This is an optimization exercise on Yosys and OpenROAD, whose aim is small area and a short achievable clock period, not a production implementation. Function was checked by simulation only, so behaviour that the tests miss may differ from the original. No activity file was given, so power comes from the tool's default toggle rates. The flow treats the clock pin as an ideal source, which a real chip does not have.

## the reference run
==> flow/design.v (excerpt) <==
module dac_playback #(
    parameter int ADDR_W = dac_pkg::ADDR_W_DEF,
    parameter int DATA_W = dac_pkg::DATA_W_DEF,
    parameter logic [DATA_W-1:0] IDLE_CODE = DATA_W'(dac_pkg::IDLE_CODE)
) (
    input logic clk_35M,
    input logic rst,
    input  logic              wr_en,
    input  logic [ADDR_W-1:0] wr_addr,
    input  logic [DATA_W-1:0] wr_data,
    input  logic              start,
    input  logic              stop,
    input  logic [ADDR_W-1:0] len,
    input  logic              loop,
    input  logic [7:0]        div,
    input  logic              test_ramp,
    output logic [DATA_W-1:0] da_data,
    output logic              sample_stb,
    output logic              busy,
    output logic              done
);
    localparam int GRP_W = 3;
    localparam int LW    = ADDR_W - GRP_W;
    logic              prime;      
    logic              idle;       
    logic              bnd;        
    logic              bnd_n;      
    logic              play;
    logic              end_now;
    logic              wrap;
    logic [ADDR_W-1:0] len_q;
  ...
export LEC_CHECK = 0
export CAP_MARGIN = 20
export CORE_MARGIN = 2
export CORE_UTILIZATION = 62
export SETUP_SLACK_MARGIN = 3.6
export SLEW_MARGIN = 20
export SYNTH_HIERARCHICAL = 1
export TNS_END_PERCENT = 100
create_clock -name core_clock -period 6.0 [get_ports {clk_35M}]
standard.sh (not shown) runs the stock make flow with config.mk's settings and CLKGATE_MAP_FILE= SYNTH_SCRIPT=/design/flow/synth_recipe.tcl, a recipe that flattens the netlist after the stock synthesis.
==> flow/flow/run.sh <==
#!/bin/bash
# The standard layout (standard.sh: ORFS from synthesis to finish) with two changes:
# - the port buffers are buf_4 cells (the default picks a delay cell);
# - clock tree synthesis builds the tree from buf_12 cells (buf_16 at the root), with sink clusters
#   of up to 25 registers and no dummy loads: fewer, faster clock buffers.
# make's full output goes to flow_make.log here; ORFS keeps each step's log under orfs/logs.
set -euo pipefail
bash standard.sh \
  BUFFER_PORTS_ARGS="-buffer_cell sky130_fd_sc_hd__buf_4" \
  CTS_ARGS="-sink_clustering_enable -repair_clock_nets -dont_use_dummy_load -sink_clustering_size 25 -sink_clustering_max_diameter 150 -buf_list sky130_fd_sc_hd__buf_12 -root_buf sky130_fd_sc_hd__buf_16" \
  finish > flow_make.log 2>&1
The inputs of the trial run differ from those of the reference run as listed below.
Settings: SETUP_SLACK_MARGIN changed from 3.6 to 3.8.
## What came out
In the tables for the trial run and the reference run, final cycle utilization of the critical path reads lower with the reference run. The trial run does worse than the reference run on final setup slack of the worst path. For the number of global-route vias before repair, the trial run came in 0.72% higher than the reference run did. Time the worst path needs with I/O delays and setup for the trial run: 0.063 ns up relative to the reference run.


== lagoon ==
The RTL this note starts from:
==> flow/design.v <==
package dac_pkg;
    typedef enum logic [1:0] {IDLE, PRIME, PLAY} state_t;
    localparam int ADDR_W_DEF = 8;
    localparam int DATA_W_DEF = 8;
    localparam logic [7:0] IDLE_CODE = 8'd128;
endpackage
module dac_aoi222 (
    input  logic a0, b0, a1, b1, a2, b2,
    output logic y
);
    assign y = !((a0 && b0) || (a1 && b1) || (a2 && b2));
endmodule
module dac_nand #(parameter int W = 4) (
    input  logic [W-1:0] a,
    output logic         y
);
    assign y = !(&a);
endmodule
module dac_nor #(parameter int W = 4) (
    input  logic [W-1:0] a,
    output logic         y
);
    assign y = !(|a);
endmodule
module dac_sample_ram #(
    parameter int ADDR_W = 8,
    parameter int DATA_W = 8,
    parameter int GRP_W  = 3
) (
    input  logic                            clk_35M,
    input  logic [2**(ADDR_W/2)-1:0]        wr_row,    
    input  logic [2**(ADDR_W-ADDR_W/2)-1:0] wr_col,    
    input  logic [DATA_W-1:0]               wr_data,
    input  logic [2**(ADDR_W-GRP_W)-1:0]    rd_sel,    
    output logic [2**GRP_W*DATA_W-1:0]      rd_grp_n
);
    localparam int N  = 2**ADDR_W;
    localparam int NG = 2**GRP_W;
    localparam int GN = 2**(ADDR_W-GRP_W);
    localparam int NT = GN / 3;               
    localparam int NR = GN - 3 * NT;          
    localparam int NX = NT + (NR > 0 ? 1 : 0);
    localparam int NC = (NX + 3) / 4;         
    logic [N*DATA_W-1:0]       mem;
    logic [N-1:0]              we;
    logic [NG*DATA_W-1:0]      rd_nor;
    always_comb
        for (int w = 0; w < N; w++)
            we[w] = wr_row[w >> (ADDR_W-ADDR_W/2)] && wr_col[w % 2**(ADDR_W-ADDR_W/2)];
    for (genvar w = 0; w < N; w++) begin : g_word
        always_ff @(posedge clk_35M)
            if (we[w]) mem[w*DATA_W +: DATA_W] <= wr_data;
    end
    for (genvar g = 0; g < NG; g++) begin : g_grp
        for (genvar b = 0; b < DATA_W; b++) begin : g_bit
            logic [NX-1:0] x;    
            logic [NC-1:0] c;    
            for (genvar t = 0; t < NT; t++) begin : g_t
                dac_aoi222 u_aoi (
                    .a0(rd_sel[3*t]),   .b0(mem[(g*GN+3*t)*DATA_W + b]),
                    .a1(rd_sel[3*t+1]), .b1(mem[(g*GN+3*t+1)*DATA_W + b]),
                    .a2(rd_sel[3*t+2]), .b2(mem[(g*GN+3*t+2)*DATA_W + b]),
                    .y(x[t])
                );
            end
            if (NR == 1) begin : g_r1
                assign x[NT] = !(rd_sel[3*NT] && mem[(g*GN+3*NT)*DATA_W + b]);
            end else if (NR == 2) begin : g_r2
                assign x[NT] = !((rd_sel[3*NT] && mem[(g*GN+3*NT)*DATA_W + b]) ||
                                 (rd_sel[3*NT+1] && mem[(g*GN+3*NT+1)*DATA_W + b]));
            end
            for (genvar k = 0; k < NC; k++) begin : g_c
                localparam int K0 = 4 * k;
                localparam int KW = NX - K0 < 4 ? NX - K0 : 4;
                dac_nand #(.W(KW)) u_nand (.a(x[K0 +: KW]), .y(c[k]));
            end
            dac_nor #(.W(NC)) u_nor (.a(c), .y(rd_nor[g*DATA_W + b]));
        end
    end
    always_ff @(posedge clk_35M) rd_grp_n <= rd_nor;
endmodule
module dac_playback #(
    parameter int ADDR_W = dac_pkg::ADDR_W_DEF,
    parameter int DATA_W = dac_pkg::DATA_W_DEF,
    parameter logic [DATA_W-1:0] IDLE_CODE = DATA_W'(dac_pkg::IDLE_CODE)
) (
    input logic clk_35M,
    input logic rst,
    input  logic              wr_en,
    input  logic [ADDR_W-1:0] wr_addr,
    input  logic [DATA_W-1:0] wr_data,
    input  logic              start,
    input  logic              stop,
    input  logic [ADDR_W-1:0] len,
    input  logic              loop,
    input  logic [7:0]        div,
    input  logic              test_ramp,
    output logic [DATA_W-1:0] da_data,
    output logic              sample_stb,
    output logic              busy,
    output logic              done
);
    localparam int GRP_W = 3;
    localparam int LW    = ADDR_W - GRP_W;
    logic              prime;      
    logic              idle;       
    logic              bnd;        
    logic              bnd_n;      
    logic              play;
    logic              end_now;
    logic              wrap;
    logic [ADDR_W-1:0] len_q;
    logic [ADDR_W-1:0] ra;         
    logic [2**LW-1:0]  rs;         
    logic              eq;         
    logic [7:0]        div_q;
    logic              div_z;
    logic [7:0]        cnt;
    logic              loop_q;
    logic              stop_q;
    logic              first;
    logic              last;
    logic              ramp_q;
    logic [DATA_W-1:0] ramp_v;
    logic [2**GRP_W*DATA_W-1:0] rd_grp_n;
    logic [2**GRP_W-1:0] rd_gsel;  
    logic [DATA_W-1:0] rd_data;
    logic [DATA_W-1:0] da_q;       
    localparam int HW = ADDR_W / 2;
    logic [2**HW-1:0]  wr_row;
    logic [2**(ADDR_W-HW)-1:0] wr_col;
    assign da_data = da_q ^ IDLE_CODE;
    assign play    = !idle && !prime;
    assign end_now = !first && (last || stop_q);
    assign wrap    = ra == len_q;
    always_comb begin
        rd_data = '0;
        for (int g = 0; g < 2**GRP_W; g++)
            rd_data = rd_data | ({DATA_W{rd_gsel[g]}} & ~rd_grp_n[g*DATA_W +: DATA_W]);
    end
    always_comb begin
        for (int i = 0; i < 2**HW; i++)
            wr_row[i] = wr_en && wr_addr[ADDR_W-1:ADDR_W-HW] == HW'(i);
        for (int i = 0; i < 2**(ADDR_W-HW); i++)
            wr_col[i] = wr_addr[ADDR_W-HW-1:0] == (ADDR_W-HW)'(i);
    end
    always_comb begin
        if (prime)      bnd_n = 1'b1;
        else if (!play) bnd_n = 1'b0;
        else if (bnd)   bnd_n = !end_now && div_z;
        else            bnd_n = cnt == 8'd1;
    end
    dac_sample_ram #(.ADDR_W(ADDR_W), .DATA_W(DATA_W), .GRP_W(GRP_W)) u_ram (
        .clk_35M(clk_35M),
        .wr_row(wr_row),
        .wr_col(wr_col),
        .wr_data(wr_data),
        .rd_sel(rs),
        .rd_grp_n(rd_grp_n)
    );
    always_ff @(posedge clk_35M or posedge rst) begin
        if (rst) begin
            prime      <= 1'b0;
            bnd        <= 1'b0;
            da_q       <= '0;
            sample_stb <= 1'b0;
            busy       <= 1'b0;
            idle       <= 1'b1;
            done       <= 1'b0;
        end else begin
            sample_stb <= 1'b0;
            done       <= 1'b0;
            bnd        <= bnd_n;
            if (idle) begin
                if (start) begin
                    prime <= 1'b1;
                    busy  <= 1'b1;
                    idle  <= 1'b0;
                end
            end else if (prime) begin
                prime <= 1'b0;
            end else if (bnd) begin
                if (end_now) begin
                    busy    <= 1'b0;
                    idle    <= 1'b1;
                    done    <= 1'b1;
                    da_q    <= '0;
                end else begin
                    da_q       <= ({DATA_W{ramp_q}} & (ramp_v ^ IDLE_CODE)) |
                                  ({DATA_W{!ramp_q}} & (rd_data ^ IDLE_CODE));
                    sample_stb <= 1'b1;
                end
            end
        end
    end
    always_ff @(posedge clk_35M) begin
        eq      <= wrap;
        for (int g = 0; g < 2**GRP_W; g++)
            rd_gsel[g] <= ra[ADDR_W-1 -: GRP_W] == GRP_W'(g);
        if (bnd_n) begin
            ra <= wrap ? '0 : ra + 1'b1;
            rs <= wrap ? (2**LW)'(1) : {rs[2**LW-2:0], rs[2**LW-1]};
        end
        if (idle) begin
            len_q  <= len;
            div_q  <= div;
            div_z  <= div == 8'd0;
            loop_q <= loop;
            ra     <= '0;
            rs     <= (2**LW)'(1);
            stop_q <= 1'b0;
            first  <= 1'b1;
            last   <= 1'b0;
            ramp_q <= test_ramp;
            ramp_v <= '0;
        end else if (prime) begin
            stop_q <= stop;
        end else begin
            if (stop) stop_q <= 1'b1;
            if (!bnd) cnt <= cnt - 1'b1;
            else if (!end_now) begin
                cnt    <= div_q;
                first  <= 1'b0;
                last   <= !ramp_q && !loop_q && eq;
                ramp_v <= ramp_v + 1'b1;
            end
        end
    end
endmodule
==> flow/config.mk <==
export PLATFORM = sky130hd
export DESIGN_NAME = dac_playback
export DESIGN_NICKNAME = dac_playback
export VERILOG_FILES = /design/flow/design.v
export SDC_FILE = /design/flow/constraint.sdc
export NUM_CORES = 4
export LEC_CHECK = 0
export CAP_MARGIN = 20
export CORE_MARGIN = 2
export CORE_UTILIZATION = 62
export SETUP_SLACK_MARGIN = 3.6
export SLEW_MARGIN = 20
export SYNTH_HIERARCHICAL = 1
export TNS_END_PERCENT = 100
==> flow/constraint.sdc <==
create_clock -name core_clock -period 6.0 [get_ports {clk_35M}]
set_input_delay 1.2000 -clock core_clock [delete_from_list [all_inputs] [get_ports {clk_35M}]]
set_output_delay 1.2000 -clock core_clock [all_outputs]
set_load 0.01 [all_outputs]
==> flow/flow/run.sh <==
#!/bin/bash
# The standard layout (standard.sh: ORFS from synthesis to finish) with two changes:
# - the port buffers are buf_4 cells (the default picks a delay cell);
# - clock tree synthesis uses larger sink clusters and no dummy loads: fewer clock buffers.
# make's full output goes to flow_make.log here; ORFS keeps each step's log under orfs/logs.
set -euo pipefail
bash standard.sh \
  BUFFER_PORTS_ARGS="-buffer_cell sky130_fd_sc_hd__buf_4" \
  CTS_ARGS="-sink_clustering_enable -repair_clock_nets -dont_use_dummy_load -sink_clustering_size 30 -sink_clustering_max_diameter 100" \
  finish > flow_make.log 2>&1
### lagoon -> xenon
Settings: a change of SETUP_SLACK_MARGIN from 3.6 to 3.8.
==> flow/flow/run.sh <==
#!/bin/bash
# The standard layout (standard.sh: ORFS from synthesis to finish) with two changes:
# - the port buffers are buf_4 cells (the default picks a delay cell);
# - clock tree synthesis builds the tree from buf_12 cells (buf_16 at the root), with sink clusters
#   of up to 25 registers and no dummy loads: fewer, faster clock buffers.
# make's full output goes to flow_make.log here; ORFS keeps each step's log under orfs/logs.
set -euo pipefail
bash standard.sh \
  BUFFER_PORTS_ARGS="-buffer_cell sky130_fd_sc_hd__buf_4" \
  CTS_ARGS="-sink_clustering_enable -repair_clock_nets -dont_use_dummy_load -sink_clustering_size 25 -sink_clustering_max_diameter 150 -buf_list sky130_fd_sc_hd__buf_12 -root_buf sky130_fd_sc_hd__buf_16" \
  finish > flow_make.log 2>&1
Notes after the runs:
- Compared with lagoon, xenon shows a higher number of non-clock buffers in the layout.
- [xenon] met3 global-route usage rose 0.90 points relative to lagoon
- On register area, xenon and lagoon are basically level.
- Compared with lagoon, xenon shows a higher core utilization.
- Final sum of negative setup slack: lagoon vs xenon identical
- The post-cts sizing count of xenon exceeds that of lagoon by 44.
- Sort xenon and lagoon by slew of the pin with the lowest slew margin, descending, and lagoon comes first.
For tundra, these inputs were changed with respect to xenon:
Settings: SETUP_SLACK_MARGIN: 3.8 -> 3.6.
Notes after the runs:
Sequential share of layout area (higher): tundra
Wire length reported by the detailed router on tundra is ahead of xenon.
Comparing placed standard-cell area for xenon and tundra, the smaller number came from tundra.
Compared to xenon, tundra has antenna diode instance count 9 higher.
[compare] base=xenon new=tundra: wire length on met2 saw an increase, net switching share of the total power lower.
There was hardly any difference in maximum frequency between xenon and tundra.
tundra vs xenon, smallest hold slack went up by 44 ps.
Compared with xenon, tundra shows a minimum clock period that is 3.1 ps higher.

port drivers added, routing unchanged:
How much do the figures lean on ideal ports? The routed layouts below were timed once more, with nothing changed but the port constraints.
Step 1: set_driving_cell puts a clkbuf_16 on clk_35M and a buf_2 on each other input, an assumption about the parent block.
Step 2 times the ports against the registers' clock, not the clock port: input delays grow and output delays shrink by t, the midpoint of the rising clock arrivals with the driver on.
Slacks: ideal / step 1 / step 2; pairs: ideal / step 1.
run | t, ns | setup WS [ns] | slew at the worst register clock pin (ns) | pins driven straight from the clock port
the reference run | 0.770 | 3.556 / 3.509 / 2.825 | 0.11 / 0.11 | 1
the trial run | 0.762 | 3.493 / 3.414 / 3.012 | 0.10 / 0.10 | 1
lagoon | 0.782 | 3.535 / 3.456 / 2.818 | 0.12 / 0.12 | 1
xenon | 0.757 | 3.575 / 3.497 / 3.016 | 0.11 / 0.11 | 1
tundra | 0.753 | 3.572 / 3.486 / 2.864 | 0.10 / 0.10 | 1
After both steps setup and hold are still met in every run listed. The setup slack of the reference run, which loses most, moves by -0.047 ns with the drivers and by -0.731 ns with both steps.
